This is an optimization exercise on Yosys and OpenROAD, whose aim is small area, a short achievable clock period and few clock cycles per item, not a production implementation. Function was checked by simulation only, so behaviour that the tests miss may differ from the original. Power figures rest on the tool's default switching activity, not on a simulated workload.

`design/flow/design.v`:
```
`default_nettype none
module sha_msg_window (
   input  logic        clock,
   input  logic        ib_shift,    
   input  logic [31:0] asm_word,
   input  logic        w_load,      
   input  logic        w_rot,       
   output logic [31:0] w0
);
   function automatic [31:0] sha_rotr(input [31:0] x, input integer k);
      sha_rotr = (x >> k) | (x << (32 - k));
   endfunction
   function automatic [31:0] ssig0(input [31:0] x);
      ssig0 = sha_rotr(x, 7) ^ sha_rotr(x, 18) ^ (x >> 3);
   endfunction
   function automatic [31:0] ssig1(input [31:0] x);
      ssig1 = sha_rotr(x, 17) ^ sha_rotr(x, 19) ^ (x >> 10);
   endfunction
   logic [479:0] ib_ff;
   logic [511:0] win_ff;
   logic [31:0]  w_next;
   assign w_next = ssig1(win_ff[32*14 +: 32]) + win_ff[32*9 +: 32]
                 + ssig0(win_ff[32*1 +: 32]) + win_ff[32*0 +: 32];
   assign w0 = win_ff[31:0];
   always_ff @(posedge clock) begin
      if (ib_shift) begin
         ib_ff <= {asm_word, ib_ff[479:32]};
      end
      if (w_load) begin
         win_ff <= {asm_word, ib_ff};
      end else begin
         win_ff <= {(w_rot ? win_ff[31:0] : w_next), win_ff[511:32]};
      end
   end
endmodule
`default_nettype wire
`default_nettype none
module sha_round_core (
   input  logic        clock,
   input  logic        reset,
   input  logic        rnd_en,      
   input  logic        ld_en,       
   input  logic        first,       
   input  logic        fold_en,     
   input  logic        reinit,      
   input  logic [31:0] k_val,       
   input  logic [31:0] w_val,       
   input  logic [2:0]  rd_idx,
   output logic [31:0] rd_word
);
   function automatic [31:0] sha_rotr(input [31:0] x, input integer k);
      sha_rotr = (x >> k) | (x << (32 - k));
   endfunction
   localparam [31:0] IV0 = 32'h6a09e667, IV1 = 32'hbb67ae85,
                     IV2 = 32'h3c6ef372, IV3 = 32'ha54ff53a,
                     IV4 = 32'h510e527f, IV5 = 32'h9b05688c,
                     IV6 = 32'h1f83d9ab, IV7 = 32'h5be0cd19;
   logic [31:0] wa, wb, wc, wd, we, wf, wg, wh;
   logic [31:0] ha0, ha1, ha2, ha3, he0, he1, he2, he3;
   logic [31:0] hkw;
   logic [31:0] big1, pick, big0, vote, new_a, new_e;
   logic [31:0] sum_a, sum_e, hkw_h, hkw_in;
   assign big1  = sha_rotr(we, 6) ^ sha_rotr(we, 11) ^ sha_rotr(we, 25);
   assign pick  = (we & wf) ^ (~we & wg);
   assign big0  = sha_rotr(wa, 2) ^ sha_rotr(wa, 13) ^ sha_rotr(wa, 22);
   assign vote  = (wa & wb) ^ (wa & wc) ^ (wb & wc);
   assign new_e = wd + hkw + big1 + pick;
   assign new_a = hkw + big1 + pick + big0 + vote;
   assign sum_a = ha3 + wa;
   assign sum_e = he3 + we;
   assign hkw_h  = ld_en ? (first ? IV7 : he2) : wg;
   assign hkw_in = hkw_h + k_val + w_val;
   always_comb begin
      case (rd_idx)
         3'd0: rd_word = ha0;
         3'd1: rd_word = ha1;
         3'd2: rd_word = ha2;
         3'd3: rd_word = ha3;
         3'd4: rd_word = he0;
         3'd5: rd_word = he1;
         3'd6: rd_word = he2;
         default: rd_word = he3;
      endcase
   end
   always_ff @(posedge clock) begin
      if (ld_en) begin
         if (first) begin
            {wa, wb, wc, wd} <= {IV0, IV1, IV2, IV3};
            {we, wf, wg, wh} <= {IV4, IV5, IV6, IV7};
         end else begin
            {wa, wb, wc, wd} <= {sum_a, ha0, ha1, ha2};
            {we, wf, wg, wh} <= {sum_e, he0, he1, he2};
         end
      end else if (rnd_en) begin
         {wa, wb, wc, wd} <= {new_a, wa, wb, wc};
         {we, wf, wg, wh} <= {new_e, we, wf, wg};
      end
      if (ld_en || rnd_en) begin
         hkw <= hkw_in;
      end
   end
   always_ff @(posedge clock) begin
      if (reset || reinit) begin
         {ha0, ha1, ha2, ha3} <= {IV0, IV1, IV2, IV3};
         {he0, he1, he2, he3} <= {IV4, IV5, IV6, IV7};
      end else if (fold_en) begin
         {ha0, ha1, ha2, ha3} <= {sum_a, ha0, ha1, ha2};
         {he0, he1, he2, he3} <= {sum_e, he0, he1, he2};
      end
   end
endmodule
`default_nettype wire
`default_nettype none
module sha256_hash_engine (
   input  logic        clock,
   input  logic        reset,
   input  logic        req_valid,
   output logic        req_ready,
   input  logic [7:0]  req_data_byte,
   input  logic        req_byte_present,
   input  logic        req_message_end,
   output logic        rsp_valid,
   input  logic        rsp_ready,
   output logic [31:0] rsp_digest_word,
   output logic [2:0]  rsp_word_index,
   output logic        rsp_last_word
);
   function automatic [31:0] sha_round_k(input [5:0] idx);
      case (idx)
         6'd0:  sha_round_k = 32'h428a2f98;  6'd1:  sha_round_k = 32'h71374491;
         6'd2:  sha_round_k = 32'hb5c0fbcf;  6'd3:  sha_round_k = 32'he9b5dba5;
         6'd4:  sha_round_k = 32'h3956c25b;  6'd5:  sha_round_k = 32'h59f111f1;
         6'd6:  sha_round_k = 32'h923f82a4;  6'd7:  sha_round_k = 32'hab1c5ed5;
         6'd8:  sha_round_k = 32'hd807aa98;  6'd9:  sha_round_k = 32'h12835b01;
         6'd10: sha_round_k = 32'h243185be;  6'd11: sha_round_k = 32'h550c7dc3;
         6'd12: sha_round_k = 32'h72be5d74;  6'd13: sha_round_k = 32'h80deb1fe;
         6'd14: sha_round_k = 32'h9bdc06a7;  6'd15: sha_round_k = 32'hc19bf174;
         6'd16: sha_round_k = 32'he49b69c1;  6'd17: sha_round_k = 32'hefbe4786;
         6'd18: sha_round_k = 32'h0fc19dc6;  6'd19: sha_round_k = 32'h240ca1cc;
         6'd20: sha_round_k = 32'h2de92c6f;  6'd21: sha_round_k = 32'h4a7484aa;
         6'd22: sha_round_k = 32'h5cb0a9dc;  6'd23: sha_round_k = 32'h76f988da;
         6'd24: sha_round_k = 32'h983e5152;  6'd25: sha_round_k = 32'ha831c66d;
         6'd26: sha_round_k = 32'hb00327c8;  6'd27: sha_round_k = 32'hbf597fc7;
         6'd28: sha_round_k = 32'hc6e00bf3;  6'd29: sha_round_k = 32'hd5a79147;
         6'd30: sha_round_k = 32'h06ca6351;  6'd31: sha_round_k = 32'h14292967;
         6'd32: sha_round_k = 32'h27b70a85;  6'd33: sha_round_k = 32'h2e1b2138;
         6'd34: sha_round_k = 32'h4d2c6dfc;  6'd35: sha_round_k = 32'h53380d13;
         6'd36: sha_round_k = 32'h650a7354;  6'd37: sha_round_k = 32'h766a0abb;
         6'd38: sha_round_k = 32'h81c2c92e;  6'd39: sha_round_k = 32'h92722c85;
         6'd40: sha_round_k = 32'ha2bfe8a1;  6'd41: sha_round_k = 32'ha81a664b;
         6'd42: sha_round_k = 32'hc24b8b70;  6'd43: sha_round_k = 32'hc76c51a3;
         6'd44: sha_round_k = 32'hd192e819;  6'd45: sha_round_k = 32'hd6990624;
         6'd46: sha_round_k = 32'hf40e3585;  6'd47: sha_round_k = 32'h106aa070;
         6'd48: sha_round_k = 32'h19a4c116;  6'd49: sha_round_k = 32'h1e376c08;
         6'd50: sha_round_k = 32'h2748774c;  6'd51: sha_round_k = 32'h34b0bcb5;
         6'd52: sha_round_k = 32'h391c0cb3;  6'd53: sha_round_k = 32'h4ed8aa4a;
         6'd54: sha_round_k = 32'h5b9cca4f;  6'd55: sha_round_k = 32'h682e6ff3;
         6'd56: sha_round_k = 32'h748f82ee;  6'd57: sha_round_k = 32'h78a5636f;
         6'd58: sha_round_k = 32'h84c87814;  6'd59: sha_round_k = 32'h8cc70208;
         6'd60: sha_round_k = 32'h90befffa;  6'd61: sha_round_k = 32'ha4506ceb;
         6'd62: sha_round_k = 32'hbef9a3f7;
         default: sha_round_k = 32'hc67178f2;
      endcase
   endfunction
   logic        q_valid;
   logic [7:0]  q_byte;
   logic        q_present, q_end;
   logic [5:0]  fill;         
   logic [31:0] asm_word;     
   logic        blk_rdy;      
   logic        blk_final;    
   logic        msg_first;    
   logic        pad;          
   logic        mark_owed;    
   logic        mark_hi;      
   logic [54:0] blkcnt;       
   logic [5:0]  endfill;      
   logic        run;          
   logic        lcyc;         
   logic [5:0]  kn;           
   logic [3:0]  srot;         
   logic        w_valid;      
   logic        w_first, w_final;
   logic        cur_final;    
   logic        fold_pend;    
   logic        out_busy;
   logic [2:0]  oidx;
   logic        stall, xfer, ib_free, q_take, pad_step, ib_shift, rnd_en, ld_en;
   logic        fold_en, out_take, reinit;
   logic [3:0]  wi;
   logic [1:0]  kb;
   logic        mh;
   logic [31:0] len_hi, len_lo, pad_word, mark_word, hash_word, w0;
   assign stall   = run && (kn == 6'd62) && (out_busy || (srot != 4'd0));
   assign xfer    = blk_rdy && ((!run && !lcyc) || (run && kn == 6'd0) || (lcyc && !w_valid));
   assign ib_free = !blk_rdy || xfer;
   assign q_take  = q_valid && !pad && ib_free;
   assign pad_step = pad && ib_free;
   assign rnd_en  = run && !stall;
   assign ld_en   = lcyc && w_valid;
   assign fold_en = (rnd_en && (kn == 6'd62 || kn == 6'd63 || kn == 6'd0)) || (lcyc && fold_pend);
   assign out_take = out_busy && rsp_ready;
   assign reinit  = out_take && (oidx == 3'd7);
   assign req_ready = !q_valid || (!pad && !blk_rdy);
   assign wi = fill[5:2];
   assign kb = fill[1:0];
   assign mh = mark_hi || (mark_owed && wi[3:1] == 3'b111);
   assign len_hi = blkcnt[54:23];
   assign len_lo = {blkcnt[22:0], endfill, 3'b000};
   assign pad_word = mark_owed ? 32'h80000000 :
                     (!mark_hi && wi == 4'd14) ? len_hi :
                     (!mark_hi && wi == 4'd15) ? len_lo : 32'h0;
   always_comb begin
      case (kb)
         2'd1:    mark_word = {asm_word[7:0], 8'h80, 16'h0};
         2'd2:    mark_word = {asm_word[15:0], 8'h80, 8'h0};
         default: mark_word = {asm_word[23:0], 8'h80};
      endcase
   end
   assign ib_shift = (q_take && q_present && kb == 2'd0) ||
                     (pad_step && !(mark_owed && kb != 2'd0));
   sha_msg_window u_window (
      .clock    (clock),
      .ib_shift (ib_shift),
      .asm_word (asm_word),
      .w_load   (xfer),
      .w_rot    (stall),
      .w0       (w0)
   );
   sha_round_core u_core (
      .clock   (clock),
      .reset   (reset),
      .rnd_en  (rnd_en),
      .ld_en   (ld_en),
      .first   (w_first),
      .fold_en (fold_en),
      .reinit  (reinit),
      .k_val   (sha_round_k(kn)),
      .w_val   (w0),
      .rd_idx  (oidx),
      .rd_word (hash_word)
   );
   always_ff @(posedge clock) begin
      if (reset) begin
         q_valid <= 1'b0;
      end else if (req_valid && req_ready) begin
         q_valid <= 1'b1;
      end else if (q_take) begin
         q_valid <= 1'b0;
      end
      if (req_valid && req_ready) begin
         q_byte    <= req_data_byte;
         q_present <= req_byte_present;
         q_end     <= req_message_end;
      end
   end
   always_ff @(posedge clock) begin
      if (q_take && q_present) begin
         asm_word <= {asm_word[23:0], q_byte};
      end else if (pad_step) begin
         asm_word <= (mark_owed && kb != 2'd0) ? mark_word : pad_word;
      end
   end
   always_ff @(posedge clock) begin
      if (reset) begin
         fill      <= 6'd0;
         blk_rdy   <= 1'b0;
         blk_final <= 1'b0;
         msg_first <= 1'b1;
         pad       <= 1'b0;
         mark_owed <= 1'b0;
         mark_hi   <= 1'b0;
         blkcnt    <= 55'd0;
         endfill   <= 6'd0;
      end else begin
         if (xfer) begin
            blk_rdy   <= 1'b0;
            msg_first <= blk_final;
         end
         if (q_take) begin
            if (q_present) begin
               fill <= fill + 6'd1;
               if (fill == 6'd63) begin
                  blk_rdy   <= 1'b1;
                  blk_final <= 1'b0;
                  blkcnt    <= blkcnt + 55'd1;
               end
            end
            if (q_end) begin
               pad       <= 1'b1;
               mark_owed <= 1'b1;
               endfill   <= q_present ? fill + 6'd1 : fill;
            end
         end else if (pad_step) begin
            fill      <= {wi + 4'd1, 2'b00};
            mark_owed <= 1'b0;
            mark_hi   <= (wi == 4'd15) ? 1'b0 : mh;
            if (wi == 4'd15) begin
               blk_rdy   <= 1'b1;
               blk_final <= !mh;
               if (!mh) begin
                  pad    <= 1'b0;
                  blkcnt <= 55'd0;
               end
            end
         end
      end
   end
   always_ff @(posedge clock) begin
      if (reset) begin
         run       <= 1'b0;
         lcyc      <= 1'b0;
         kn        <= 6'd0;
         srot      <= 4'd0;
         w_valid   <= 1'b0;
         w_first   <= 1'b1;
         w_final   <= 1'b0;
         cur_final <= 1'b0;
         fold_pend <= 1'b0;
      end else begin
         srot <= stall ? srot + 4'd1 : 4'd0;
         if (xfer) begin
            w_valid <= 1'b1;
            w_first <= msg_first;
            w_final <= blk_final;
         end
         if (lcyc) begin
            fold_pend <= 1'b0;
            if (w_valid) begin
               w_valid   <= xfer;
               run       <= 1'b1;
               lcyc      <= 1'b0;
               kn        <= 6'd1;
               cur_final <= w_final;
            end else begin
               lcyc <= xfer;
               kn   <= 6'd0;
            end
         end else if (rnd_en) begin
            if (kn == 6'd0) begin
               run       <= 1'b0;
               fold_pend <= 1'b1;
               lcyc      <= xfer || cur_final;
            end else begin
               kn <= kn + 6'd1;
            end
         end else if (!run && xfer) begin
            lcyc <= 1'b1;
         end
      end
   end
   always_ff @(posedge clock) begin
      if (reset) begin
         out_busy <= 1'b0;
         oidx     <= 3'd0;
      end else begin
         if (lcyc && fold_pend && cur_final) begin
            out_busy <= 1'b1;
            oidx     <= 3'd0;
         end else if (out_take) begin
            oidx <= oidx + 3'd1;
            if (oidx == 3'd7) begin
               out_busy <= 1'b0;
            end
         end
      end
   end
   assign rsp_valid       = out_busy;
   assign rsp_digest_word = hash_word;
   assign rsp_word_index  = oidx;
   assign rsp_last_word   = (oidx == 3'd7);
endmodule
`default_nettype wire
```
`design/flow/run.sh`:
```
#!/bin/bash
# synth_recipe.tcl (not shown) runs the flow's synth.tcl, then flattens the netlist and writes it again
# the make line also repeats each setting of config.mk as NAME=value (left out here)
make -C /OpenROAD-flow-scripts/flow DESIGN_CONFIG=/design/flow/config.mk WORK_HOME=/design/flow/orfs CLKGATE_MAP_FILE= SYNTH_SCRIPT=/design/flow/synth_recipe.tcl finish
```
`design/flow/config.mk`:
```
export PLATFORM = sky130hd
export DESIGN_NAME = sha256_hash_engine
export DESIGN_NICKNAME = sha256_hash_engine
export VERILOG_FILES = /design/flow/design.v
export SDC_FILE = /design/flow/constraint.sdc
export NUM_CORES = 4
export LEC_CHECK = 0
export CAP_MARGIN = 20
export CORE_MARGIN = 2
export CORE_UTILIZATION = 40
export PLACE_DENSITY = 0.6
export SLEW_MARGIN = 20
```
`design/flow/constraint.sdc`:
```
create_clock -name core_clock -period 10.0 [get_ports {clock}]
set_input_delay 2.0000 -clock core_clock [delete_from_list [all_inputs] [get_ports {clock}]]
set_output_delay 2.0000 -clock core_clock [all_outputs]
set_load 0.01 [all_outputs]
```
==> results.sh, run 1 <==
export IMPL_async_flop_share_pct=0
export IMPL_syn_mean_instance_area_um2=9.466
export IMPL_finalHoldViolCount=0
export IMPL_synth_largest_area_cell="edfxtp_1"
export IMPL_synth_ff_latch_count=1673
export IMPL_first_global_vias=57460
export IMPL_die_w_um=453.1
export IMPL_startpoint_type="flop"
export IMPL_total_power_w=0.03355
export IMPL_fillCellCount=19010
export IMPL_status="complete, no violations"
export IMPL_crit_path_end_kind="output pin"
export IMPL_antenna_found_initial=8
export IMPL_final_setup_worst_slack_ns=3.209
export IMPL_fin_cells=11160
export IMPL_finalCritPeriodShare_pct=67.91
export IMPL_hold_buffers=0
export IMPL_tightest_slew_ns=1.197
export IMPL_required_ns=8.00
export IMPL_layout_min_cycle_time_ns=6.791
export IMPL_clkTransAtPathRegs_ns=0.06
export IMPL_place_congestion=0.9599
export IMPL_synth_flop_cell="dfxtp_1"
export IMPL_r2r_start="u_core.wa[7]"
export IMPL_leakage_nw=37.12
export IMPL_synth_area_leaders="edfxtp_1 29%, dfxtp_1 22%, nand2_1 12%, fa_1 6.2%, xnor2_1 3.5%"
export IMPL_num_rows=164
export IMPL_yosysTopAreaCellShare_pct=28.96
export IMPL_fmax_mhz=147.2
export IMPL_gr_usage_all_layers_pct=23.84
export IMPL_place_hpwl_um=175400
export IMPL_cts_inserted_buffers=179
export IMPL_yosys_warnings=3
export IMPL_crit_type="reg -> out"
export IMPL_use_met3_pct=4.260
export IMPL_drc=0
export IMPL_vias=60260
export IMPL_seq_area_frac_synth_pct=51.18
export IMPL_insertion_delay_ns=0.85
export IMPL_post_cts_buffers=0
export IMPL_start_util_pct=40.32
export IMPL_worstHoldStart="u_window.win_ff[156]"
export IMPL_syn2layout_area_growth_pct=10.89
export IMPL_pre_cts_slack_ns=4.032
export IMPL_design_core_area_um2=200100
export IMPL_cts_resized=0
export IMPL_top_usage_layer="met2"
export IMPL_drv_cap=0
export IMPL_crit_chain="inv_2, buf_4, ha_1, buf_4, or4_4, buf_16, nor2_1, a21oi_1, clkdlybuf4s50_1"
export IMPL_portBuffers=51
export IMPL_firstDrtPassIters=8
export IMPL_cts_tree="built"
export IMPL_synth_edff_count=778
export IMPL_min_path_type="reg -> reg"
export IMPL_critPathMaxFanout=49
export IMPL_yosys_cell_count_top_type="nand2_1"
export IMPL_grt_max_degree=219
export IMPL_numClockSinks=1673
export IMPL_final_layout_size_suffix_gt1_share_pct=4.872
export IMPL_die_area_um2=205300
export IMPL_io_pins=52
export IMPL_h_tree_depth=4
export IMPL_slew_violations=0
export IMPL_p_per_area_nw_per_um2=375.1
export IMPL_drt_iter0_markers=6548
export IMPL_clockRootBuffer="clkbuf_16"
export IMPL_fin_tns_setup_ns=0
export IMPL_dpl_cell_count=10820
export IMPL_cts_max_path_buffers=3
export IMPL_grt_first_pass_wirelength_um=369800
export IMPL_die_h_um=453.1
export IMPL_use_met2_pct=35.71
export IMPL_slew_headroom_pct=19.64
export IMPL_synthCells=8521
export IMPL_ys_top_cells_by_count="2496 x nand2_1, 895 x dfxtp_1, 778 x edfxtp_1"
export IMPL_wl_um=248900
export IMPL_ir_worst_vdd_v=0.0007027
export IMPL_setup_violations=0
export IMPL_wl_per_cell_um=22.31
export IMPL_finalClockSkew_ns=0.07101
export IMPL_fin_nets=8826
export IMPL_netlist_area_um2=80660
export IMPL_rsz0062_at_grt="false"
export IMPL_cp_startpoint="oidx[2]"
export IMPL_grt_ovfl_total=0
export IMPL_viasPerCell=5.402
export IMPL_arrival_ns=4.79
export IMPL_cp_slowest_cell="clkdlybuf4s50_1"
export IMPL_grt_use_met1_pct=34.40
export IMPL_syn_nets=9005
export IMPL_synth_distinct_cells=92
export IMPL_crit_top_cell="buf_4"
export IMPL_ant_nets=0
export IMPL_slowest_delay_ns=0.73
## area by class of cell
class	count	area, um2	area share, %
well taps	2656	3323	3.715
clock buffers	272	5286	5.910
diodes	2	5.005	0.005595
inverters	530	1989	2.224
flip-flops and latches	1673	41280	46.15
clock inverters	64	755.7	0.8449
multi-input cells	5836	35630	39.83
repair buffers	122	1176	1.315
## logic make-up (layout without fill, tap and decap cells)
| kind of cell | count (synthesis) | count (layout) | synth area share (%) |
|---|---|---|---|
| and+or+nand+nor | 3348 | 3348 | 16.92 |
| DFF | 1673 | 1673 | 51.18 |
| AOI/OAI and AO/OA | 1433 | 1433 | 10.94 |
| buffers and inverters | 1012 | 988 | 4.800 |
| adders and majority gates | 501 | 501 | 10.00 |
| xor gates and xnor gates | 477 | 477 | 5.180 |
| muxes | 77 | 77 | 0.9804 |
| other | 0 | 2 | 0 |
## flip-flops by register name, summed over array words and instances, names as in the netlist, 8 cells and up
register	cells
u_core.wa	32
u_core.wb	32
u_core.ha2	32
u_core.k_val	32
asm_word	32
u_core.wc	32
u_core.ha0	32
u_core.he1	32
u_core.wd	32
u_window.win_ff	512
q_byte	8
u_core.wg	32
blkcnt	55
u_core.he3	32
u_core.hkw	32
u_core.wf	32
u_core.we	32
u_core.he2	32
u_core.ha1	32
u_core.he0	32
u_window.ib_ff	480
u_core.ha3	32
## worst max-delay path: cells and delay by family, from the launching register on
kind	cells	cell delay [ns]
fa+ha+maj	1	0.26
compound gates	1	0.39
flops	1	0.41
simple gates	2	0.59
buf+inv	5	2.24
## power by group
part           internal, W  total (W)  leakage (nW)  switching, W
Clock              0.00391    0.00675          2.93       0.00284
Sequential         0.00891    0.00998          14.7       0.00107
Combinational      0.00704     0.0168          19.5       0.00978
## stage by stage
step / util [%] / hold WS (ns) / cell area (um2)
floorplan: - / 0.3989 / 80670
global placement: 41.65 / 0.4005 / 83330
detailed placement: 41.67 / 0.4035 / 83370
CTS: 44.69 / 0.3913 / 89410
global route: 44.71 / 0.4117 / 89440
finish: 44.71 / 0.3908 / 89450
## layout by cell type (no fill, tap or decap), types with 28 or more instances in the layout
master,count
a211oi_1,48
a21o_1,91
a21oi_1,467
a222oi_1,62
a22oi_1,32
a31oi_1,54
and3_1,53
buf_4,60
clkbuf_1,54
clkbuf_16,185
clkbuf_8,33
clkdlybuf4s50_1,50
dfxtp_1,894
edfxtp_1,778
fa_1,250
ha_1,217
inv_1,522
maj3_1,31
mux2i_1,70
nand2_1,2494
nand2b_1,33
nand3_1,206
nor2_1,337
nor3_1,49
o211ai_1,47
o21a_1,28
o21ai_0,404
or3_1,32
xnor2_1,322
xor2_1,155
## per-layer routing
metal	vias up	wire [um]
li1	28170	-
met1	29520	112900
met2	2127	108400
met3	430	18540
met4	8	9027
met5	-	50
## path summary, 6_finish.rpt
check | slack, ns | depth (start not counted) | end
setup / recovery | 3.21 | 9 | rsp_digest_word[0]
setup reg to reg | 3.90 | 17 | u_core.wa[28]
hold reg to reg | 0.39 | 2 | u_window.win_ff[124]
hold / removal | 0.39 | 2 | u_window.win_ff[124]
Testbench counts, summed over its fixed seeds: cycles 24,052, messages 192.
==> inputs of run 2 (changes only) <==
--- a/design/flow/design.v
+++ b/design/flow/design.v
@@ -162,36 +162,44 @@
          default: sha_round_k = 32'hc67178f2;
       endcase
    endfunction
-   logic        q_valid;
+   logic        q_valid, q_valid_n;
    logic [7:0]  q_byte;
    logic        q_present, q_end;
-   logic [5:0]  fill;         
-   logic [31:0] asm_word;     
-   logic        blk_rdy;      
-   logic        blk_final;    
-   logic        msg_first;    
-   logic        pad;          
-   logic        mark_owed;    
-   logic        mark_hi;      
-   logic [54:0] blkcnt;       
-   logic [5:0]  endfill;      
-   logic        run;          
-   logic        lcyc;         
-   logic [5:0]  kn;           
-   logic [3:0]  srot;         
-   logic        w_valid;      
-   logic        w_first, w_final;
-   logic        cur_final;    
-   logic        fold_pend;    
-   logic        out_busy;
-   logic [2:0]  oidx;
-   logic        stall, xfer, ib_free, q_take, pad_step, ib_shift, rnd_en, ld_en;
-   logic        fold_en, out_take, reinit;
+   logic        rdy_ff;
+   logic [5:0]  fill, fill_n;           
+   logic [31:0] asm_word;               
+   logic        blk_rdy, blk_rdy_n;     
+   logic        blk_final, blk_final_n;  
+   logic        msg_first, msg_first_n;  
+   logic        pad, pad_n;             
+   logic        mark_owed, mark_owed_n;  
+   logic        mark_hi, mark_hi_n;     
+   logic [54:0] blkcnt, blkcnt_n;       
+   logic [5:0]  endfill, endfill_n;     
+   logic        run, run_n;             
+   logic        lcyc, lcyc_n;           
+   logic [5:0]  kn, kn_n;               
+   logic [31:0] k_ff;                   
+   logic        stall, stall_n;         
+   logic [3:0]  srot;                   
+   logic        w_valid, w_valid_n;     
+   logic        w_first, w_first_n, w_final, w_final_n;
+   logic        cur_final, cur_final_n;  
+   logic        fold_pend, fold_pend_n;  
+   logic        ob_pend, ob_pend_n;     
+   logic [2:0]  oidx, oidx_n;
+   logic        rsp_valid_ff;
+   logic [31:0] rsp_word_ff;
+   logic [2:0]  rsp_idx_ff;
+   logic        rsp_last_ff;
+   logic        xfer, ib_free, q_take, pad_step, ib_shift, rnd_en, ld_en;
+   logic        fold_en, out_load, reinit, req_fire;
    logic [3:0]  wi;
    logic [1:0]  kb;
    logic        mh;
    logic [31:0] len_hi, len_lo, pad_word, mark_word, hash_word, w0;
-   assign stall   = run && (kn == 6'd62) && (out_busy || (srot != 4'd0));
+   assign req_ready = rdy_ff;
+   assign req_fire  = req_valid && rdy_ff;
    assign xfer    = blk_rdy && ((!run && !lcyc) || (run && kn == 6'd0) || (lcyc && !w_valid));
    assign ib_free = !blk_rdy || xfer;
    assign q_take  = q_valid && !pad && ib_free;
@@ -199,9 +207,8 @@
    assign rnd_en  = run && !stall;
    assign ld_en   = lcyc && w_valid;
    assign fold_en = (rnd_en && (kn == 6'd62 || kn == 6'd63 || kn == 6'd0)) || (lcyc && fold_pend);
-   assign out_take = out_busy && rsp_ready;
-   assign reinit  = out_take && (oidx == 3'd7);
-   assign req_ready = !q_valid || (!pad && !blk_rdy);
+   assign out_load = ob_pend && (!rsp_valid_ff || rsp_ready);
+   assign reinit  = out_load && (oidx == 3'd7);
    assign wi = fill[5:2];
    assign kb = fill[1:0];
    assign mh = mark_hi || (mark_owed && wi[3:1] == 3'b111);
@@ -235,34 +242,114 @@
       .first   (w_first),
       .fold_en (fold_en),
       .reinit  (reinit),
-      .k_val   (sha_round_k(kn)),
+      .k_val   (k_ff),
       .w_val   (w0),
       .rd_idx  (oidx),
       .rd_word (hash_word)
    );
-   always_ff @(posedge clock) begin
-      if (reset) begin
-         q_valid <= 1'b0;
-      end else if (req_valid && req_ready) begin
-         q_valid <= 1'b1;
+   always_comb begin
+      q_valid_n   = q_valid;
+      fill_n      = fill;
+      blk_rdy_n   = blk_rdy;
+      blk_final_n = blk_final;
+      msg_first_n = msg_first;
+      pad_n       = pad;
+      mark_owed_n = mark_owed;
+      mark_hi_n   = mark_hi;
+      blkcnt_n    = blkcnt;
+      endfill_n   = endfill;
+      if (req_fire) begin
+         q_valid_n = 1'b1;
       end else if (q_take) begin
-         q_valid <= 1'b0;
+         q_valid_n = 1'b0;
       end
-      if (req_valid && req_ready) begin
-         q_byte    <= req_data_byte;
-         q_present <= req_byte_present;
-         q_end     <= req_message_end;
+      if (xfer) begin
+         blk_rdy_n   = 1'b0;
+         msg_first_n = blk_final;
       end
-   end
-   always_ff @(posedge clock) begin
-      if (q_take && q_present) begin
-         asm_word <= {asm_word[23:0], q_byte};
+      if (q_take) begin
+         if (q_present) begin
+            fill_n = fill + 6'd1;
+            if (fill == 6'd63) begin
+               blk_rdy_n   = 1'b1;
+               blk_final_n = 1'b0;
+               blkcnt_n    = blkcnt + 55'd1;
+            end
+         end
+         if (q_end) begin
+            pad_n       = 1'b1;
+            mark_owed_n = 1'b1;
+            endfill_n   = q_present ? fill + 6'd1 : fill;
+         end
       end else if (pad_step) begin
-         asm_word <= (mark_owed && kb != 2'd0) ? mark_word : pad_word;
+         fill_n      = {wi + 4'd1, 2'b00};
+         mark_owed_n = 1'b0;
+         mark_hi_n   = (wi == 4'd15) ? 1'b0 : mh;
+         if (wi == 4'd15) begin
+            blk_rdy_n   = 1'b1;
+            blk_final_n = !mh;
+            if (!mh) begin
+               pad_n    = 1'b0;
+               blkcnt_n = 55'd0;
+            end
+         end
+      end
+   end
+   always_comb begin
+      run_n       = run;
+      lcyc_n      = lcyc;
+      kn_n        = kn;
+      w_valid_n   = w_valid;
+      w_first_n   = w_first;
+      w_final_n   = w_final;
+      cur_final_n = cur_final;
+      fold_pend_n = fold_pend;
+      ob_pend_n   = ob_pend;
+      oidx_n      = oidx;
+      if (xfer) begin
+         w_valid_n = 1'b1;
+         w_first_n = msg_first;
+         w_final_n = blk_final;
+      end
+      if (lcyc) begin
+         fold_pend_n = 1'b0;
+         if (w_valid) begin
+            w_valid_n   = xfer;
+            run_n       = 1'b1;
+            lcyc_n      = 1'b0;
+            kn_n        = 6'd1;
+            cur_final_n = w_final;
+         end else begin
+            lcyc_n = xfer;
+            kn_n   = 6'd0;
+         end
+      end else if (rnd_en) begin
+         if (kn == 6'd0) begin
+            run_n       = 1'b0;
+            fold_pend_n = 1'b1;
+            lcyc_n      = xfer || cur_final;
+         end else begin
+            kn_n = kn + 6'd1;
+         end
+      end else if (!run && xfer) begin
+         lcyc_n = 1'b1;
+      end
+      if (lcyc && fold_pend && cur_final) begin
+         ob_pend_n = 1'b1;
+         oidx_n    = 3'd0;
+      end else if (out_load) begin
+         oidx_n = oidx + 3'd1;
+         if (oidx == 3'd7) begin
+            ob_pend_n = 1'b0;
+         end
       end
    end
+   assign stall_n = (rnd_en && kn == 6'd61 && ob_pend) ||
+                    (stall && (ob_pend || srot != 4'd15));
    always_ff @(posedge clock) begin
       if (reset) begin
+         q_valid   <= 1'b0;
+         rdy_ff    <= 1'b0;
          fill      <= 6'd0;
          blk_rdy   <= 1'b0;
          blk_final <= 1'b0;
@@ -272,102 +359,69 @@
          mark_hi   <= 1'b0;
          blkcnt    <= 55'd0;
          endfill   <= 6'd0;
-      end else begin
-         if (xfer) begin
-            blk_rdy   <= 1'b0;
-            msg_first <= blk_final;
-         end
-         if (q_take) begin
-            if (q_present) begin
-               fill <= fill + 6'd1;
-               if (fill == 6'd63) begin
-                  blk_rdy   <= 1'b1;
-                  blk_final <= 1'b0;
-                  blkcnt    <= blkcnt + 55'd1;
-               end
-            end
-            if (q_end) begin
-               pad       <= 1'b1;
-               mark_owed <= 1'b1;
-               endfill   <= q_present ? fill + 6'd1 : fill;
-            end
-         end else if (pad_step) begin
-            fill      <= {wi + 4'd1, 2'b00};
-            mark_owed <= 1'b0;
-            mark_hi   <= (wi == 4'd15) ? 1'b0 : mh;
-            if (wi == 4'd15) begin
-               blk_rdy   <= 1'b1;
-               blk_final <= !mh;
-               if (!mh) begin
-                  pad    <= 1'b0;
-                  blkcnt <= 55'd0;
-               end
-            end
-         end
-      end
-   end
-   always_ff @(posedge clock) begin
-      if (reset) begin
          run       <= 1'b0;
          lcyc      <= 1'b0;
          kn        <= 6'd0;
+         stall     <= 1'b0;
          srot      <= 4'd0;
          w_valid   <= 1'b0;
          w_first   <= 1'b1;
          w_final   <= 1'b0;
          cur_final <= 1'b0;
          fold_pend <= 1'b0;
+         ob_pend   <= 1'b0;
+         oidx      <= 3'd0;
+         rsp_valid_ff <= 1'b0;
       end else begin
-         srot <= stall ? srot + 4'd1 : 4'd0;
-         if (xfer) begin
-            w_valid <= 1'b1;
-            w_first <= msg_first;
-            w_final <= blk_final;
-         end
-         if (lcyc) begin
-            fold_pend <= 1'b0;
-            if (w_valid) begin
-               w_valid   <= xfer;
-               run       <= 1'b1;
-               lcyc      <= 1'b0;
-               kn        <= 6'd1;
-               cur_final <= w_final;
-            end else begin
-               lcyc <= xfer;
-               kn   <= 6'd0;
-            end
-         end else if (rnd_en) begin
-            if (kn == 6'd0) begin
-               run       <= 1'b0;
-               fold_pend <= 1'b1;
-               lcyc      <= xfer || cur_final;
-            end else begin
-               kn <= kn + 6'd1;
-            end
-         end else if (!run && xfer) begin
-            lcyc <= 1'b1;
+         q_valid   <= q_valid_n;
+         rdy_ff    <= !q_valid_n || (!pad_n && !blk_rdy_n);
+         fill      <= fill_n;
+         blk_rdy   <= blk_rdy_n;
+         blk_final <= blk_final_n;
+         msg_first <= msg_first_n;
+         pad       <= pad_n;
+         mark_owed <= mark_owed_n;
+         mark_hi   <= mark_hi_n;
+         blkcnt    <= blkcnt_n;
+         endfill   <= endfill_n;
+         run       <= run_n;
+         lcyc      <= lcyc_n;
+         kn        <= kn_n;
+         stall     <= stall_n;
+         srot      <= stall ? srot + 4'd1 : 4'd0;
+         w_valid   <= w_valid_n;
+         w_first   <= w_first_n;
+         w_final   <= w_final_n;
+         cur_final <= cur_final_n;
+         fold_pend <= fold_pend_n;
+         ob_pend   <= ob_pend_n;
+         oidx      <= oidx_n;
+         if (out_load) begin
+            rsp_valid_ff <= 1'b1;
+         end else if (rsp_ready) begin
+            rsp_valid_ff <= 1'b0;
          end
       end
-   end
-   always_ff @(posedge clock) begin
-      if (reset) begin
-         out_busy <= 1'b0;
-         oidx     <= 3'd0;
-      end else begin
-         if (lcyc && fold_pend && cur_final) begin
-            out_busy <= 1'b1;
-            oidx     <= 3'd0;
-         end else if (out_take) begin
-            oidx <= oidx + 3'd1;
-            if (oidx == 3'd7) begin
-               out_busy <= 1'b0;
-            end
-         end
+      if (req_fire) begin
+         q_byte    <= req_data_byte;
+         q_present <= req_byte_present;
+         q_end     <= req_message_end;
+      end
+      if (q_take && q_present) begin
+         asm_word <= {asm_word[23:0], q_byte};
+      end else if (pad_step) begin
+         asm_word <= (mark_owed && kb != 2'd0) ? mark_word : pad_word;
+      end
+      k_ff <= sha_round_k(kn_n);
+      if (out_load) begin
+         rsp_word_ff <= hash_word;
+         rsp_idx_ff  <= oidx;
+         rsp_last_ff <= (oidx == 3'd7);
       end
    end
-   assign rsp_valid       = out_busy;
-   assign rsp_digest_word = hash_word;
-   assign rsp_word_index  = oidx;
-   assign rsp_last_word   = (oidx == 3'd7);
+   assign rsp_valid       = rsp_valid_ff;
+   assign rsp_digest_word = rsp_word_ff;
+   assign rsp_word_index  = rsp_idx_ff;
+   assign rsp_last_word   = rsp_last_ff;
 endmodule
 `default_nettype wire
--- a/design/flow/config.mk
+++ b/design/flow/config.mk
@@ -7,6 +7,7 @@
 export LEC_CHECK = 0
 export CAP_MARGIN = 20
 export CORE_MARGIN = 2
-export CORE_UTILIZATION = 40
-export PLACE_DENSITY = 0.6
+export CORE_UTILIZATION = 55
+export PLACE_DENSITY = 0.7
+export SETUP_SLACK_MARGIN = 5
 export SLEW_MARGIN = 20
==> run 2 against run 1 <==
Combinational power increased by 4%. Via count rose by 3.4%. Worst setup slack improved by 1.4 ns. Clock power decreased by 1%. Final area increased by 2.5%. Fmax is 27% higher. Cell count shrank 5.2%. Still clean. Clock-buffer cell count down 15. Total power is 1.6% higher. Critical path depth rose by 8.
==> results.sh, run 2 <==
export IMPL_hold_ws_ns=0.4161
export IMPL_finalCritPeriodShare_pct=53.68
export IMPL_firstDrtPassIters=10
export IMPL_grt_ovfl_total=0
export IMPL_critPathMaxFanout=6
export IMPL_drt_iter0_markers=7643
export IMPL_netlist_area_um2=81800
export IMPL_async_flop_share_pct=0
export IMPL_grt_max_degree=159
export IMPL_fin_tns_setup_ns=0
export IMPL_setup_violations=0
export IMPL_place_hpwl_um=174400
export IMPL_status="complete, no violations"
export IMPL_ir_worst_vdd_v=0.0007400
export IMPL_multi_input_area_um2=36790
export IMPL_h_tree_depth=4
export IMPL_layout_commonest_cell="nand2_1"
export IMPL_synth_ff_latch_count=1712
export IMPL_dpl_cell_count=10120
export IMPL_die_w_um=389.6
export IMPL_die_h_um=389.6
export IMPL_clockRootBuffer="clkbuf_16"
export IMPL_grt_first_pass_wirelength_um=372100
export IMPL_cts_max_path_buffers=3
export IMPL_insertion_delay_ns=0.82
export IMPL_ys_top_cells_by_count="2517 x nand2_1, 898 x dfxtp_1, 814 x edfxtp_1"
export IMPL_portBuffers=51
export IMPL_viasPerCell=5.894
export IMPL_vias=62330
export IMPL_numClockSinks=1712
export IMPL_drc=0
export IMPL_synth_edff_count=814
export IMPL_finalClockSkew_ns=0.03451
export IMPL_min_path_type="reg -> reg"
export IMPL_fillCellCount=12250
export IMPL_syn_mean_instance_area_um2=9.568
export IMPL_fmax_mhz=186.3
export IMPL_arrival_ns=5.90
export IMPL_fin_cells=10580
export IMPL_layout_min_cycle_time_ns=5.368
export IMPL_ant_nets=0
export IMPL_met3_length_um=26270
export IMPL_synth_distinct_cells=93
export IMPL_syn_nets=9036
export IMPL_required_ns=10.54
export IMPL_design_core_area_um2=147700
export IMPL_antenna_found_initial=8
export IMPL_num_rows=141
export IMPL_hold_buffers=0
export IMPL_first_global_vias=58560
export IMPL_start_util_pct=55.39
export IMPL_yosys_warnings=3
export IMPL_cts_tree="built"
export IMPL_wl_met2_um=107000
export IMPL_cts_inserted_buffers=175
export IMPL_tightest_slew_ns=1.130
export IMPL_crit_type="reg -> reg"
export IMPL_finalHoldViolCount=0
export IMPL_regMostFlops="u_window.win_ff"
export IMPL_io_pins=52
export IMPL_synth_area_leaders="edfxtp_1 30%, dfxtp_1 22%, nand2_1 12%, fa_1 6.1%, xnor2_1 3.5%"
export IMPL_leakage_nw=38.04
export IMPL_wl_um=252000
export IMPL_fin_nets=8974
export IMPL_clkTransAtPathRegs_ns=0.06
export IMPL_slew_headroom_pct=24.63
export IMPL_yosysTopAreaCellShare_pct=29.88
export IMPL_final_layout_size_suffix_gt1_share_pct=8.172
export IMPL_highest_layer="met4"
export IMPL_syn2layout_area_growth_pct=12.06
export IMPL_synth_largest_area_cell="edfxtp_1"
export IMPL_largestRegisters="u_window.win_ff x512, u_window.ib_ff x480, blkcnt x55"
export IMPL_p_per_area_nw_per_um2=371.8
export IMPL_die_area_um2=151800
export IMPL_synthCells=8549
export IMPL_drv_cap=0
export IMPL_final_cell_mix="2513 x nand2_1, 878 x dfxtp_1, 814 x edfxtp_1, 463 x inv_1, 460 x a21oi_1"
export IMPL_rsz0062_at_grt="true"
export IMPL_wl_per_cell_um=23.83
export IMPL_regArea_um2=42450
export IMPL_yosys_cell_count_top_type="nand2_1"
export IMPL_place_congestion=0.9925
export IMPL_crit_path_end_kind="flop"
export IMPL_slew_violations=0
export IMPL_seq_area_frac_synth_pct=51.86
export IMPL_gr_usage_all_layers_pct=32.67
export IMPL_synth_flop_cell="dfxtp_1"
export IMPL_wl_met1_um=110400
export IMPL_startpoint_type="flop"
export IMPL_largest_reg_flops=512
## run 2: cells by family after synthesis
family | share of synthesized area, %
AOI/OAI and AO/OA | 10.86
xor gates and xnor gates | 5.161
adders and majority gates | 9.909
buffers and inverters | 4.554
DFF | 51.86
muxes | 1.120
and+or+nand+nor | 16.53
## run 2: cell type report
cell class / count / share of cell area [%]
clock buffer: 257 / 5.535
sequential: 1712 / 46.32
timing repair buffer: 253 / 2.505
clock inverter: 72 / 0.9009
antenna: 6 / 0.01638
tap: 1930 / 2.635
inverter: 475 / 1.952
multi-input combinational: 5870 / 40.14
## run 2: worst paths after layout
path         cells after the start            startpoint                   end  slack [ns]
min                              2  u_window.win_ff[490]  u_window.win_ff[458]        0.42
min reg2reg                      2  u_window.win_ff[490]  u_window.win_ff[458]        0.42
max                             17         u_core.wa[26]         u_core.wa[29]        4.63
max reg2reg                     17         u_core.wa[26]         u_core.wa[29]        4.63
## run 2: metrics by stage
| step | instance area (um2) | power, W | worst slack [ns] | utilization [%] |
|---|---|---|---|---|
| after floorplan | 81810 | 0.02168 | 0.1444 | - |
| after global placement | 83650 | 0.02641 | 3.815 | 56.65 |
| after detailed placement | 83650 | 0.02663 | 3.758 | 56.65 |
| after CTS | 90850 | 0.03350 | 4.788 | 61.53 |
| after global routing | 91640 | 0.03630 | 4.526 | 62.06 |
| final | 91660 | 0.03408 | 4.632 | 62.07 |
## run 2: critical path, stage by stage (launching register included)
cell	delay, ns
edfxtp_1	0.63
xnor2_2	0.30
fa_1	0.56
inv_1	0.05
fa_1	0.42
fa_1	0.52
inv_1	0.04
ha_1	0.22
or4_4	0.54
o21ai_4	0.27
o21ai_4	0.11
o21a_4	0.24
o31ai_4	0.31
o211ai_1	0.22
buf_4	0.20
o21a_1	0.19
xnor2_2	0.18
a22oi_1	0.08
## run 2: what timing repair did
item / CTS / global route
cloned: 4 / 2
gates resized for setup: 117 / 102
pin swaps: 33 / 46
setup buffers: 79 / 32
endpoints found under the setup margin: 373 / 370
## run 2: power by group
part | internal, W | switching (W)
Combinational | 0.00698 | 0.0104
Clock | 0.00379 | 0.00285
Sequential | 0.00899 | 0.00108
## run 2: routing by layer
metal | vias to the layer above | global-route usage (%)
met1 | 30420 | 48.49
met4 | 0 | 10.27
met2 | 2872 | 47.40
li1 | 28590 | -
met5 | - | 0
met3 | 446 | 7.435
Testbench counts of run 2, summed over its fixed seeds: cycles 24,062, messages 192.
==> inputs of run 3 (changes only) <==
--- a/design/flow/config.mk
+++ b/design/flow/config.mk
@@ -7,7 +7,7 @@
 export LEC_CHECK = 0
 export CAP_MARGIN = 20
 export CORE_MARGIN = 2
-export CORE_UTILIZATION = 55
-export PLACE_DENSITY = 0.7
+export CORE_UTILIZATION = 40
+export PLACE_DENSITY = 0.6
 export SETUP_SLACK_MARGIN = 5
 export SLEW_MARGIN = 20
==> run 3 against run 2 <==
Largest cell class unchanged. Cell count grew 6.9%. Critical endpoint is now u_core.wa[31]. Sequential share of layout area down 0.59 points. Final area rose by 1.3%. Still clean.
==> results.sh, run 3 <==
export IMPL_synth_area_leaders="edfxtp_1 30%, dfxtp_1 22%, nand2_1 12%, fa_1 6.1%, xnor2_1 3.5%"
export IMPL_ys_top_cells_by_count="2517 x nand2_1, 898 x dfxtp_1, 814 x edfxtp_1"
export IMPL_async_flop_share_pct=0
export IMPL_cts_inserted_buffers=178
export IMPL_place_congestion=0.9546
export IMPL_finalHoldViolCount=0
export IMPL_crit_chain="xnor2_2, xnor2_2, fa_1, fa_1, inv_2, fa_1, inv_1, ha_2, inv_2, fa_2, nor2b_2, o31a_1, o21ai_4, o21ai_4, o21a_1, o31ai_4, o211ai_1, o41a_1, xnor2_1, a21boi_1"
export IMPL_arrival_ns=5.83
export IMPL_drc=0
export IMPL_die_h_um=456.2
export IMPL_path_buf_inv=3
export IMPL_syn2layout_area_growth_pct=13.51
export IMPL_min_path_type="reg -> reg"
export IMPL_antenna_found_initial=5
export IMPL_tightest_slew_ns=1.289
export IMPL_design_core_area_um2=202700
export IMPL_seq_area_frac_synth_pct=51.86
export IMPL_h_tree_depth=4
export IMPL_largestRegisters="u_window.win_ff x512, u_window.ib_ff x480, blkcnt x55"
export IMPL_num_rows=165
export IMPL_synthCells=8549
export IMPL_crit_top_cell="fa_1"
export IMPL_syn_mean_instance_area_um2=9.568
export IMPL_leakage_nw=38.11
export IMPL_synth_flop_cell="dfxtp_1"
export IMPL_total_power_w=0.03460
export IMPL_fin_nets=8961
export IMPL_final_cell_mix="2511 x nand2_1, 879 x dfxtp_1, 814 x edfxtp_1, 463 x inv_1, 455 x a21oi_1"
export IMPL_finalClockSkew_ns=0.05470
export IMPL_p_per_area_nw_per_um2=372.7
export IMPL_startpoint_type="flop"
export IMPL_layout_min_cycle_time_ns=5.279
export IMPL_drv_cap=0
export IMPL_clkTransAtPathRegs_ns=0.07
export IMPL_grt_max_degree=204
export IMPL_regArea_um2=42450
export IMPL_cts_max_path_buffers=3
export IMPL_rsz0062_at_grt="true"
export IMPL_yosysTopAreaCellShare_pct=29.88
export IMPL_layout_commonest_cell="nand2_1"
export IMPL_fmax_mhz=189.4
export IMPL_slew_violations=0
export IMPL_grt_ovfl_total=0
export IMPL_fillCellCount=19080
export IMPL_setup_violations=0
export IMPL_fin_util_pct=45.80
export IMPL_clockRootBuffer="clkbuf_16"
export IMPL_multi_input_area_um2=36890
export IMPL_synth_ff_latch_count=1712
export IMPL_die_w_um=456.2
export IMPL_finalCritPeriodShare_pct=52.79
export IMPL_syn_nets=9036
export IMPL_grt_first_pass_wirelength_um=376300
export IMPL_start_util_pct=40.35
export IMPL_regMostFlops="u_window.win_ff"
export IMPL_synth_edff_count=814
export IMPL_slowest_delay_ns=0.54
export IMPL_ant_nets=0
export IMPL_fin_tns_setup_ns=0
export IMPL_status="complete, no violations"
export IMPL_ir_worst_vdd_v=0.0006846
export IMPL_io_pins=52
export IMPL_drt_iter0_markers=6999
export IMPL_die_area_um2=208100
export IMPL_gr_usage_all_layers_pct=23.77
export IMPL_wl_um=253500
export IMPL_crit_path_end_kind="flop"
export IMPL_vias=61410
export IMPL_yosys_cell_count_top_type="nand2_1"
export IMPL_reg2reg_slack_ns=4.72
export IMPL_yosys_warnings=3
export IMPL_first_global_vias=58350
export IMPL_viasPerCell=5.432
export IMPL_numClockSinks=1712
export IMPL_firstDrtPassIters=10
export IMPL_cp_top_family="adder cells"
export IMPL_cts_tree="built"
export IMPL_required_ns=10.55
export IMPL_synth_largest_area_cell="edfxtp_1"
export IMPL_largest_reg_flops=512
export IMPL_netlist_area_um2=81800
export IMPL_wl_per_cell_um=22.42
export IMPL_portBuffers=51
export IMPL_synth_distinct_cells=93
export IMPL_insertion_delay_ns=0.86
export IMPL_critPathMaxFanout=4
export IMPL_hold_buffers=0
export IMPL_place_hpwl_um=177100
export IMPL_final_layout_size_suffix_gt1_share_pct=8.401
export IMPL_cp_slowest_cell="fa_1"
export IMPL_slew_headroom_pct=14.04
export IMPL_crit_type="reg -> reg"
-- run 3: repair_timing --
| action | 4_1_cts | 5_1_grt |
|---|---|---|
| pin swaps | 22 | 52 |
| cloned | 1 | 0 |
| gates resized for setup | 122 | 107 |
| setup endpoints to repair | 495 | 267 |
| buffers inserted | 81 | 27 |
-- run 3: routing by layer --
| layer | part of all wire [%] | wire length (um) | track usage, % | vias to the layer above |
|---|---|---|---|---|
| met3 | 7.2 | 18230 | 3.695 | 376 |
| met5 | 0 | 0 | 0 | - |
| met1 | 45 | 114900 | 34.48 | 30330 |
| li1 | - | - | - | 28540 |
| met2 | 44 | 111500 | 35.80 | 2165 |
| met4 | 3.5 | 8916 | 8.653 | 0 |
-- run 3: cell families (layout without fill, tap and decap cells) --
group | count (synthesis) | after routing | synth area share, %
xor+xnor | 482 | 482 | 5.161
other cells | 0 | 3 | 0
compound gates | 1455 | 1455 | 10.86
mux | 89 | 89 | 1.120
simple gates | 3337 | 3338 | 16.53
flops | 1712 | 1712 | 51.86
fa+ha+maj | 504 | 504 | 9.909
buf+inv | 970 | 1050 | 4.554
-- run 3: power breakdown --
group	total [W]	leakage, nW	internal (W)	switching, W
registers	0.0100	14.9	0.00899	0.00102
logic	0.0176	20.1	0.00706	0.0106
clock network	0.00696	3.04	0.00402	0.00293
total	0.0346	38.1	0.0201	0.0145
-- run 3: worst paths after layout --
| kind | to | start | depth (start not counted) |
|---|---|---|---|
| setup / recovery | u_core.wa[31] | u_core.wa[14] | 20 |
| hold / removal | u_window.win_ff[115] | u_window.win_ff[147] | 2 |
| setup reg to reg | u_core.wa[31] | u_core.wa[14] | 20 |
| hold reg to reg | u_window.win_ff[115] | u_window.win_ff[147] | 2 |
-- run 3: through the flow --
stage,setup slack [ns],hold slack [ns],instances,instance area (um2)
after CTS,4.759,0.3898,11280,92110
after global routing,4.586,0.4098,11300,92840
final,4.721,0.3999,11310,92840
after detailed placement,3.930,0.4035,10860,84560
after global placement,3.861,0.4003,10860,84560
after floorplan,0.1444,0.3989,8549,81810
-- run 3: layout make-up --
type	instances	share of cell area, %
Inverter	475	1.923
Multi-Input combinational cell	5868	39.73
Timing Repair Buffer	239	2.279
Clock inverter	74	1.127
Antenna cell	3	0.008086
Clock buffer	262	5.608
Sequential cell	1712	45.73
Tap cell	2672	3.601
-- run 3: worst reg2reg max path, cell delays in order (launching register included) --
cell and delay, ns:
edfxtp_1 0.51, xnor2_2 0.20, xnor2_2 0.28, fa_1 0.49, fa_1 0.54, inv_2 0.04
fa_1 0.47, inv_1 0.04, ha_2 0.18, inv_2 0.06, fa_2 0.21, nor2b_2 0.05
o31a_1 0.29, o21ai_4 0.28, o21ai_4 0.12, o21a_1 0.24, o31ai_4 0.24, o211ai_1 0.17
o41a_1 0.35, xnor2_1 0.16, a21boi_1 0.08
==> inputs of run 4 (changes only) <==
--- a/design/flow/design.v
+++ b/design/flow/design.v
@@ -51,6 +51,28 @@
    function automatic [31:0] sha_rotr(input [31:0] x, input integer k);
       sha_rotr = (x >> k) | (x << (32 - k));
    endfunction
+   function automatic [31:0] csa_s(input [31:0] x, input [31:0] y, input [31:0] z);
+      csa_s = x ^ y ^ z;
+   endfunction
+   function automatic [31:0] csa_c(input [31:0] x, input [31:0] y, input [31:0] z);
+      csa_c = ((x & y) | (x & z) | (y & z)) << 1;
+   endfunction
+   function automatic [31:0] ks_add(input [31:0] x, input [31:0] y);
+      logic [31:0] g, p, gn, pn;
+      g = x & y;
+      p = x ^ y;
+      for (int d = 1; d < 32; d = d * 2) begin
+         gn = g;
+         pn = p;
+         for (int i = d; i < 32; i++) begin
+            gn[i] = g[i] | (p[i] & g[i-d]);
+            pn[i] = p[i] & p[i-d];
+         end
+         g = gn;
+         p = pn;
+      end
+      ks_add = (x ^ y) ^ {g[30:0], 1'b0};
+   endfunction
    localparam [31:0] IV0 = 32'h6a09e667, IV1 = 32'hbb67ae85,
                      IV2 = 32'h3c6ef372, IV3 = 32'ha54ff53a,
                      IV4 = 32'h510e527f, IV5 = 32'h9b05688c,
@@ -60,12 +82,23 @@
    logic [31:0] hkw;
    logic [31:0] big1, pick, big0, vote, new_a, new_e;
    logic [31:0] sum_a, sum_e, hkw_h, hkw_in;
+   logic [31:0] s1, c1, s2, c2, s3, c3, t1s, t1c, se, ce;
    assign big1  = sha_rotr(we, 6) ^ sha_rotr(we, 11) ^ sha_rotr(we, 25);
    assign pick  = (we & wf) ^ (~we & wg);
    assign big0  = sha_rotr(wa, 2) ^ sha_rotr(wa, 13) ^ sha_rotr(wa, 22);
    assign vote  = (wa & wb) ^ (wa & wc) ^ (wb & wc);
-   assign new_e = wd + hkw + big1 + pick;
-   assign new_a = hkw + big1 + pick + big0 + vote;
+   assign s1    = csa_s(hkw, pick, vote);
+   assign c1    = csa_c(hkw, pick, vote);
+   assign s2    = csa_s(s1, big0, big1);
+   assign c2    = csa_c(s1, big0, big1);
+   assign s3    = csa_s(s2, c2, c1);
+   assign c3    = csa_c(s2, c2, c1);
+   assign new_a = ks_add(s3, c3);
+   assign t1s   = csa_s(hkw, pick, wd);
+   assign t1c   = csa_c(hkw, pick, wd);
+   assign se    = csa_s(t1s, t1c, big1);
+   assign ce    = csa_c(t1s, t1c, big1);
+   assign new_e = ks_add(se, ce);
    assign sum_a = ha3 + wa;
    assign sum_e = he3 + we;
    assign hkw_h  = ld_en ? (first ? IV7 : he2) : wg;
==> run 4 against run 3 <==
Critical endpoint is now u_core.wa[28]. Sequential cell count unchanged. Global-route usage decreased by 0.21 points. Clock skew decreased by 0.0023 ns. Combinational power decreased by 9.7%. Worst hold slack improved by 0.0060 ns. Worst setup slack improved by 0.29 ns. Critical path type unchanged. Critical path depth decreased by 3. Die area about the same. Clock power decreased by 6.2%. Via count decreased by 0.57%. Non-clock buffer count decreased by 23.
==> results.sh, run 4 <==
export IMPL_status="complete, no violations"
export IMPL_synth_largest_area_cell="edfxtp_1"
export IMPL_die_w_um=456.4
export IMPL_die_area_um2=208300
export IMPL_syn_nets=9059
export IMPL_final_cell_mix="2456 x nand2_1, 889 x dfxtp_1, 814 x edfxtp_1, 498 x inv_1, 485 x a21oi_1"
export IMPL_largest_reg_flops=512
export IMPL_grt_ovfl_total=0
export IMPL_synth_flop_cell="dfxtp_1"
export IMPL_ant_nets=0
export IMPL_holdPathStages=2
export IMPL_crit_path_end_kind="flop"
export IMPL_final_setup_worst_slack_ns=5.012
export IMPL_layout_commonest_cell="nand2_1"
export IMPL_grt_first_pass_wirelength_um=374300
export IMPL_min_path_type="reg -> reg"
export IMPL_synth_xor_area_share_pct=5.146
export IMPL_slew_headroom_pct=15.92
export IMPL_place_hpwl_um=176100
export IMPL_seq_area_frac_synth_pct=51.81
export IMPL_p_per_area_nw_per_um2=351.9
export IMPL_largestRegisters="u_window.win_ff x512, u_window.ib_ff x480, blkcnt x55"
export IMPL_synth_compound_area_share_pct=12.17
export IMPL_finalCritPeriodShare_pct=49.88
export IMPL_design_core_area_um2=204000
export IMPL_gr_usage_all_layers_pct=23.56
export IMPL_hold_buffers=0
export IMPL_pre_cts_slack_ns=3.884
export IMPL_insertion_delay_ns=0.83
export IMPL_start_util_pct=40.14
export IMPL_hold_ws_ns=0.4058
export IMPL_place_congestion=0.9797
export IMPL_syn_mean_instance_area_um2=9.546
export IMPL_num_rows=166
export IMPL_firstDrtPassIters=9
export IMPL_cts_inserted_buffers=175
export IMPL_drt_iter0_markers=6567
export IMPL_numClockSinks=1712
export IMPL_grt_max_degree=232
export IMPL_startpoint_type="flop"
export IMPL_drv_cap=0
export IMPL_clockRootBuffer="clkbuf_16"
export IMPL_antenna_found_initial=8
export IMPL_cts_tree="built"
export IMPL_wl_per_cell_um=22.19
export IMPL_arrival_ns=5.52
export IMPL_finalClockSkew_ns=0.05241
export IMPL_yosys_cell_count_top_type="nand2_1"
export IMPL_synth_area_leaders="edfxtp_1 30%, dfxtp_1 22%, nand2_1 11%, fa_1 6.1%, xnor2_1 3.6%"
export IMPL_io_pins=52
export IMPL_viasPerCell=5.402
export IMPL_rsz0062_at_grt="true"
export IMPL_h_tree_depth=4
export IMPL_r2r_cells=17
export IMPL_critPathMaxFanout=3
export IMPL_wl_um=250800
export IMPL_vias=61060
export IMPL_fin_nets=8943
export IMPL_synth_ff_latch_count=1712
export IMPL_regMostFlops="u_window.win_ff"
export IMPL_leakage_nw=37.33
export IMPL_final_layout_size_suffix_gt1_share_pct=6.468
export IMPL_yosys_area_share_simple_pct=16.14
export IMPL_crit_type="reg -> reg"
export IMPL_setup_violations=0
export IMPL_yosysTopAreaCellShare_pct=29.86
export IMPL_async_flop_share_pct=0
export IMPL_drc=0
export IMPL_die_h_um=456.4
export IMPL_slew_violations=0
export IMPL_tightest_slew_ns=1.258
export IMPL_fmax_mhz=200.5
export IMPL_syn2layout_area_growth_pct=11.76
export IMPL_synthCells=8577
export IMPL_finalHoldViolCount=0
export IMPL_first_global_vias=58570
export IMPL_ir_worst_vdd_v=0.0006068
export IMPL_portBuffers=51
export IMPL_clkTransAtPathRegs_ns=0.06
export IMPL_fillCellCount=19400
export IMPL_synthAdderAreaFrac_pct=9.466
export IMPL_cts_max_path_buffers=3
export IMPL_yosys_warnings=3
export IMPL_synth_distinct_cells=87
export IMPL_synth_edff_count=814
export IMPL_required_ns=10.54
export IMPL_layout_min_cycle_time_ns=4.988
export IMPL_netlist_area_um2=81870
export IMPL_synth_top_family_by_area="simple AND/OR/NAND/NOR gates"
export IMPL_muxShareOfSynthArea_pct=0.5884
export IMPL_ys_top_cells_by_count="2459 x nand2_1, 898 x dfxtp_1, 814 x edfxtp_1"
## run 4: changes by cell type after synthesis, sizes merged, moves of 16 or more
cell     delta
mux2i      -25
maj3       -30
a22oi      +22
nor2       -24
a21o       +43
mux2       -16
inv        +28
buf        -48
clkbuf     +63
o21ai      +16
o21a       +21
o2111ai    +20
nand2      -61
## run 4: path summary, 6_finish.rpt
path	from	slack, ns	to
min	u_window.win_ff[117]	0.41	u_window.win_ff[85]
max	u_core.we[2]	5.01	u_core.wa[28]
max reg2reg	u_core.we[2]	5.01	u_core.wa[28]
min reg2reg	u_window.win_ff[117]	0.41	u_window.win_ff[85]
## run 4: cell type report
type	count	area, um2	share of cell area, %
Antenna cell	4	10.01	0.01094
Multi-Input combinational cell	5853	36160	39.52
Sequential cell	1712	42440	46.38
Clock inverter	62	628.1	0.6865
Inverter	503	1896	2.072
Tap cell	2688	3363	3.676
Timing Repair Buffer	216	1879	2.054
Clock buffer	266	5117	5.593
## run 4: through the flow
stage / utilization, % / power [W] / std cells / cell area [um2] / TNS [ns]
after global routing: 44.86 / 0.03447 / 11300 / 91490 / 0
after CTS: 44.62 / 0.03197 / 11270 / 91010 / 0
after detailed placement: 41.52 / 0.02531 / 10890 / 84690 / 0
final: 44.86 / 0.03219 / 11300 / 91500 / 0
after floorplan: - / 0.02097 / 8577 / 81910 / -193.41
after global placement: 41.52 / 0.02509 / 10890 / 84690 / 0
## run 4: repair_timing
item,4_1_cts,5_1_grt
cloned,1,1
endpoints found under the setup margin,286,207
buffers inserted,45,34
endpoints found under the hold margin,0,0
pin swaps,12,11
resized for setup,68,46
## run 4: metal layers
layer | track usage [%] | vias to the layer above | wire [um]
met4 | 10.48 | 0 | 11800
met1 | 30.71 | 29830 | 104100
met5 | 0 | - | 0
li1 | - | 28630 | -
met3 | 3.397 | 486 | 15680
met2 | 38.88 | 2114 | 119300
## run 4: critical path, cell delays in order, from the launching register on
cell and delay (ns):
edfxtp_1 0.42, mux2i_2 0.20, fa_1 0.55, inv_1 0.05
fa_1 0.51, fa_1 0.42, ha_2 0.22, fa_2 0.35
a211o_1 0.30, o211ai_1 0.14, a21o_1 0.25, o21ai_4 0.10
a211o_1 0.30, and2_4 0.16, o311a_1 0.31, o21a_1 0.21
xnor2_1 0.13, o21ai_0 0.08
## run 4: cells by family (layout without fill, tap and decap cells)
family,count (synthesis),in the layout
DFF,1712,1712
and+or+nand+nor,3248,3249
buffers and inverters,1013,1047
adders and majority gates,469,469
AOI/OAI and AO/OA,1606,1606
muxes,48,48
xor gates and xnor gates,481,481
other,0,4
## run 4: where the power goes
| part | internal [W] | leakage [nW] | total (W) | switching, W |
|---|---|---|---|---|
| clock network | 0.00367 | 2.80 | 0.00653 | 0.00286 |
| logic | 0.00650 | 19.7 | 0.0159 | 0.00942 |
| registers | 0.00882 | 14.9 | 0.00974 | 0.000924 |
Testbench counts of run 4, summed over its fixed seeds: cycles 24,062, messages 192.
==> inputs of run 5 (changes only) <==
--- a/design/flow/config.mk
+++ b/design/flow/config.mk
@@ -8,6 +8,7 @@
 export CAP_MARGIN = 20
 export CORE_MARGIN = 2
 export CORE_UTILIZATION = 40
+export CTS_BUF_LIST = sky130_fd_sc_hd__clkbuf_4 sky130_fd_sc_hd__clkbuf_8
 export PLACE_DENSITY = 0.6
 export SETUP_SLACK_MARGIN = 5
 export SLEW_MARGIN = 20
==> run 5 against run 4 <==
Total power increased by 0.75%. Global-route usage increased by 0.18 points. Worst hold slack got worse by 0.017 ns. Cell count increased by 1.7%. Clock-buffer cell count increased by 193. Still clean on timing, DRC and antenna. First-iteration DRC count increased by 1.2%. Via count increased by 1.3%. Non-clock buffer count decreased by 12. Final area increased by 0.45%.
==> results.sh, run 5 <==
export IMPL_portBuffers=51
export IMPL_hold_ws_ns=0.3887
export IMPL_rsz0062_at_grt="true"
export IMPL_largest_reg_flops=512
export IMPL_place_congestion=0.9797
export IMPL_drv_cap=0
export IMPL_seq_area_frac_synth_pct=51.81
export IMPL_layout_min_cycle_time_ns=5.074
export IMPL_setup_violations=0
export IMPL_syn_mean_instance_area_um2=9.546
export IMPL_startpoint_type="flop"
export IMPL_synth_compound_area_share_pct=12.17
export IMPL_die_area_um2=208300
export IMPL_cts_inserted_buffers=302
export IMPL_fmax_mhz=197.1
export IMPL_final_cell_mix="2456 x nand2_1, 888 x dfxtp_1, 814 x edfxtp_1, 498 x inv_1, 485 x a21oi_1"
export IMPL_grt_first_pass_wirelength_um=377400
export IMPL_dpl_cell_count=10890
export IMPL_finalHoldViolCount=0
export IMPL_yosysTopAreaCellShare_pct=29.86
export IMPL_synthCells=8577
export IMPL_io_pins=52
export IMPL_clkTransAtPathRegs_ns=0.06
export IMPL_grt_ovfl_total=0
export IMPL_cts_tree="built"
export IMPL_slowest_delay_ns=0.52
export IMPL_insertion_delay_ns=1.06
export IMPL_design_core_area_um2=204000
export IMPL_syn2layout_area_growth_pct=12.26
export IMPL_start_util_pct=40.14
export IMPL_status="complete, no violations"
export IMPL_wl_um=252700
export IMPL_finalClockSkew_ns=0.08534
export IMPL_die_w_um=456.4
export IMPL_yosys_cell_count_top_type="nand2_1"
export IMPL_numClockSinks=1712
export IMPL_crit_chain="mux2i_2, fa_1, fa_1, inv_1, fa_2, ha_2, fa_2, a211o_1, o211ai_1, a21o_1, o21ai_4, a211o_1, and2_4, o311a_1, o21a_1, xnor2_1, o21ai_0"
export IMPL_cp_slowest_cell="fa_1"
export IMPL_synth_top_family_by_area="simple AND/OR/NAND/NOR gates"
export IMPL_tightest_slew_ns=1.274
export IMPL_crit_path_end_kind="flop"
export IMPL_cp_startpoint="u_core.we[1]"
export IMPL_leakage_nw=37.82
export IMPL_p_per_area_nw_per_um2=352.9
export IMPL_synth_area_leaders="edfxtp_1 30%, dfxtp_1 22%, nand2_1 11%, fa_1 6.1%, xnor2_1 3.6%"
export IMPL_r2r_start="u_core.we[1]"
export IMPL_min_path_type="reg -> reg"
export IMPL_antenna_found_initial=9
export IMPL_finalCritPeriodShare_pct=50.74
export IMPL_fin_nets=9058
export IMPL_syn_nets=9059
export IMPL_layout_commonest_cell="nand2_1"
export IMPL_wl_per_cell_um=21.99
export IMPL_viasPerCell=5.380
export IMPL_synth_ff_latch_count=1712
export IMPL_muxShareOfSynthArea_pct=0.5884
export IMPL_drt_iter0_markers=6646
export IMPL_yosys_area_share_simple_pct=16.14
export IMPL_first_global_vias=59550
export IMPL_grt_max_degree=232
export IMPL_arrival_ns=5.78
export IMPL_reg2reg_slack_ns=4.93
export IMPL_num_rows=166
export IMPL_slew_violations=0
export IMPL_fin_cells=11500
export IMPL_firstDrtPassIters=7
export IMPL_ir_worst_vdd_v=0.0006061
export IMPL_ant_nets=0
export IMPL_synthAdderAreaFrac_pct=9.466
export IMPL_slew_headroom_pct=15.04
export IMPL_vias=61840
-- run 5: stage by stage --
step	power, W	setup TNS [ns]	area [um2]	setup slack [ns]
global placement	0.02509	0	84690	3.998
CTS	0.03226	0	91430	4.802
finish	0.03244	0	91910	4.926
detailed placement	0.02531	0	84690	3.884
floorplan	0.02097	-193.41	81910	-0.4029
global route	0.03486	0	91900	4.781
-- run 5: worst max-delay path, delay by kind of cell, from the launching register on --
family / cells / cell delay [ns]
fa+ha+maj: 5 / 1.90
buf+inv: 1 / 0.05
simple gates: 1 / 0.19
flops: 1 / 0.43
compound gates: 8 / 1.77
mux: 1 / 0.29
xor+xnor: 1 / 0.13
-- run 5: power breakdown --
part / total (W) / internal [W] / leakage, nW / switching (W)
Sequential: 0.00975 / 0.00882 / 14.9 / 0.000926
Combinational: 0.0159 / 0.00655 / 19.6 / 0.00938
Clock: 0.00676 / 0.00387 / 3.35 / 0.00289
-- run 5: worst paths after layout --
path / endpoint / depth (start not counted)
setup reg to reg: u_core.wa[28] / 17
setup / recovery: u_core.wa[28] / 17
hold / removal: u_window.win_ff[314] / 2
hold reg to reg: u_window.win_ff[314] / 2
-- run 5: logic make-up (layout without fill, tap and decap cells) --
group	Yosys count	after routing
multiplexers	48	48
AND/OR/NAND/NOR	3248	3249
buffers and inverters	1013	1238
AO/OA/AOI/OAI	1606	1606
flip-flops	1712	1712
adder cells (fa/ha/maj)	469	469
other	0	4
XOR/XNOR	481	481
-- run 5: what timing repair did --
item | in CTS | in global routing
cloned | 1 | 1
resized for setup | 64 | 42
setup endpoints to repair | 287 | 209
pin swaps | 6 | 13
hold buffers | 0 | 0
endpoints found under the hold margin | 0 | 0
setup buffers | 29 | 38
-- run 5: routing by layer --
layer	part of all wire, %	up-vias	GRT usage (%)
met5	0	-	0
met4	5.1	0	11.70
met3	6.8	581	3.931
met2	47	2220	38.68
met1	41	30120	30.60
li1	-	28920	-
-- run 5: cell type report --
class	count	area (um2)
fill	19490	112100
sequential	1712	42440
multi-input combinational	5853	36120
clock buffer	459	5710
tap	2688	3363
inverter	503	1896
timing repair buffer	204	1789
clock inverter	72	576.8
antenna	4	10.01

-- separate check: timing with driven ports --
No port has a modelled driver above. Below, the same layouts with a new extraction and two added sets of constraints. Step 1: set_driving_cell puts a clkbuf_16 on clock and a buf_2 on each other input, an assumption about the parent block. Step 2, shift: input delay + t, output delay - t, t = (earliest + latest rising clock arrival at the registers) / 2. This alone moves slack from input paths to output paths. Slacks: ideal / step 1 / step 2; pairs: ideal / step 1.
run | shift t [ns] | setup WS [ns]
run 1 | 0.904 | 3.209 / 3.122 / 3.902
run 2 | 0.891 | 4.632 / 4.632 / 4.632
run 3 | 0.916 | 4.721 / 4.721 / 4.721
run 4 | 0.901 | 5.012 / 5.012 / 4.855
run 5 | 1.105 | 4.926 / 4.926 / 4.803
After both steps every run listed still meets setup and hold.
